What follows belongs to an exercise in optimizing a design on an open flow for small area, a short achievable clock period and few clock cycles; a production flow would make more cautious choices. Power and IR drop assume default switching activity.

Setup of v6:
Design tanimoto_top, start of the top module:
module tanimoto_top (
    input  logic        clk,
    input  logic        rstn,
    input  logic        i_vec_valid,
    input  logic [31:0] i_vec,
    input  logic [13:0] i_thr_wr,
    input  logic        i_out_credit,
    output logic [9:0]  o_pair,
    output logic        o_pair_valid,
    output logic        o_in_credit
);
clock: 4.0 ns
lec_check: 0
abc_clock_period_in_ps: 2000
cap_margin: 20
core_margin: 2
core_utilization: 30
cts_buf_list: sky130_fd_sc_hd__clkbuf_8
cts_cluster_size: 30
place_density: 0.55
setup_slack_margin: 1.8
slew_margin: 20
run.sh (not shown) runs the stock make flow with config.mk's settings and CLKGATE_MAP_FILE= SYNTH_SCRIPT=/design/flow/synth_recipe.tcl, a recipe that flattens the netlist after the stock synthesis.
Relative to v6, the following input files were edited for v7:
diff --git a/flow/design.v b/flow/design.v
--- a/flow/design.v
+++ b/flow/design.v
@@ -78,25 +78,21 @@
         else if (i_vec_valid) lsel <= {lsel[2:0], 1'b0};
     end
     always_ff @(posedge clk) begin
         for (int r = 0; r < 4; r++)
             if (i_vec_valid && lsel[r]) ref_v[r] <= i_vec;
     end
+    function automatic [2:0] pc4(input [3:0] x);
+        logic s, c, h;
+        s = x[0] ^ x[1] ^ x[2];
+        c = (x[0] & x[1]) | (x[0] & x[2]) | (x[1] & x[2]);
+        h = s & x[3];
+        pc4 = {c & h, c ^ h, s ^ x[3]};
+    endfunction
     function automatic [3:0] pc8(input [7:0] x);
-        logic s1, c1, s2, c2, s3, c3, c4, s5, c5, c6;
-        s1 = x[0] ^ x[1] ^ x[2];
-        c1 = (x[0] & x[1]) | (x[0] & x[2]) | (x[1] & x[2]);
-        s2 = x[3] ^ x[4] ^ x[5];
-        c2 = (x[3] & x[4]) | (x[3] & x[5]) | (x[4] & x[5]);
-        s3 = s1 ^ s2 ^ x[6];
-        c3 = (s1 & s2) | (s1 & x[6]) | (s2 & x[6]);
-        c4 = s3 & x[7];
-        s5 = c1 ^ c2 ^ c3;
-        c5 = (c1 & c2) | (c1 & c3) | (c2 & c3);
-        c6 = s5 & c4;
-        pc8 = {c5 & c6, c5 ^ c6, s5 ^ c4, s3 ^ x[7]};
+        pc8 = 4'(pc4(x[3:0])) + 4'(pc4(x[7:4]));
     endfunction
     logic        v1, ld1;
     logic [1:0]  idx1;
     logic [3:0][3:0] pb1;
     logic [3:0][3:0][3:0] pc1;
     always_ff @(posedge clk) begin
@@ -131,43 +127,47 @@
         bsk2 <= csa4(pb1[0], pb1[1], pb1[2], pb1[3]);
         for (int r = 0; r < 4; r++) csk2[r] <= csa4(pc1[r][0], pc1[r][1], pc1[r][2], pc1[r][3]);
     end
     logic        v2b, ld2b;
     logic [1:0]  idx2b;
     logic [5:0]  b2;
-    logic [3:0][5:0] c2;
     logic [3:0][7:0] lo2;
+    logic [3:0][4:0] hi2;
     always_ff @(posedge clk) begin
         v2b   <= rstn & v2;
         ld2b  <= rstn & ld2;
         idx2b <= idx2;
         b2    <= 6'(bsk2[4:0]) + {bsk2[9:5], 1'b0};
         for (int r = 0; r < 4; r++) begin
             logic [5:0] c;
             c = 6'(csk2[r][4:0]) + {csk2[r][9:5], 1'b0};
-            c2[r]  <= c;
             lo2[r] <= 8'd1 << c[2:0];
+            hi2[r] <= 5'd1 << c[5:3];
         end
     end
     always_ff @(posedge clk) begin
         for (int r = 0; r < 4; r++)
             if (ld2b && idx2b == 2'(r)) ref_a[r] <= b2;
     end
     logic        v3;
     logic [3:0][5:0] u3, x3;
     always_ff @(posedge clk) begin
         v3 <= rstn & v2b;
         for (int r = 0; r < 4; r++) begin
             logic [5:0] u;
-            logic [4:0] hi;
-            hi = 5'd1 << c2[r][5:3];
+            logic [2:0] cl;
+            logic [1:0] ch;
             u = '0;
             for (int e = 0; e < 33; e++)
-                u = u | ((lo2[r][e % 8] && hi[e / 8]) ? thr[e] : 6'd0);
+                u = u | ((lo2[r][e % 8] && hi2[r][e / 8]) ? thr[e] : 6'd0);
             u3[r] <= u;
-            x3[r] <= ref_a[r] + b2 - {c2[r][4:0], 1'b0};
+            cl = {lo2[r][4] | lo2[r][5] | lo2[r][6] | lo2[r][7],
+                  lo2[r][2] | lo2[r][3] | lo2[r][6] | lo2[r][7],
+                  lo2[r][1] | lo2[r][3] | lo2[r][5] | lo2[r][7]};
+            ch = {hi2[r][2] | hi2[r][3], hi2[r][1] | hi2[r][3]};
+            x3[r] <= ref_a[r] + b2 - {ch, cl, 1'b0};
         end
     end
     logic [3:0]   ring [K];
     logic [K-1:0] nz;
     logic [K-1:0] wp;
     always_ff @(posedge clk) begin
@@ -239,13 +239,13 @@
                 3'b110:  cnt <= {1'b0, cnt[K-1:1]};
                 default: cnt <= cnt;
             endcase
             rid   <= take2 ? rid + 8'd2 : take1 ? rid + 8'd1 : rid;
             hd    <= hd_n;
             hz    <= hd_n != 4'd0;
-            hs    <= load0 ? single(e0) : load1 ? single(e1) : send ? single(hd & ~(4'd1 << sel)) : hs;
+            hs    <= single(hd_n);
             ocred <= ocred + 4'(i_out_credit) - 4'(send);
             ocnz  <= i_out_credit || (ocred > 4'd1) || (ocred == 4'd1 && !send);
             o_pair_valid <= send;
         end
         if (load0) hd_id <= rid;
         else if (load1) hd_id <= rid + 8'd1;
## What came out
- Relative to v6, adder-cell area share of the yosys netlist has gone up in v7.
- v6 → v7: die area climbed 0.0027 mm^2, worst reg-to-reg setup slack increased 0.10 ns, setup slack increased 0.10 ns, final instance area higher, number of non-clock inverters down 26%.
- Summary of v7 over v6: leakage power summed over all cells increased about 6%, effective utilization at floorplan comparable.
- Looking at start point of the critical path, the wen$_DFF_P_ result is from v7; the ref_v[2][21]$_DFFE_PP_ one comes from v6.
No run of this note included a check of the RTL's function; only the layout flow was run.

==> port drivers added, routing unchanged <==
How much do the figures lean on ideal ports? The routed layouts below were timed once more, with nothing changed but the port constraints. Step 1, drivers: a clkbuf_16 drives clk and a buf_2 each remaining input, both assumed. Step 2 moves the port delays by t, midway between the first and last clock arrival at a register: inputs arrive t later, outputs are due t later. That takes back most of the time a late clock gives input paths. Slacks: ideal ports / drivers / drivers and shift; pairs: ideal ports / drivers.
run | t, ns | setup slack, ns | worst slew at a driven data input, ns
v6 | 0.816 | 1.576 / 1.576 / 0.990 | 0.16
v7 | 0.792 | 1.677 / 1.677 / 0.984 | 0.11
After both steps setup and hold are still met in every run listed. The setup slack of v7, which loses most, moves by 0.000 ns with the drivers and by -0.693 ns with both steps.
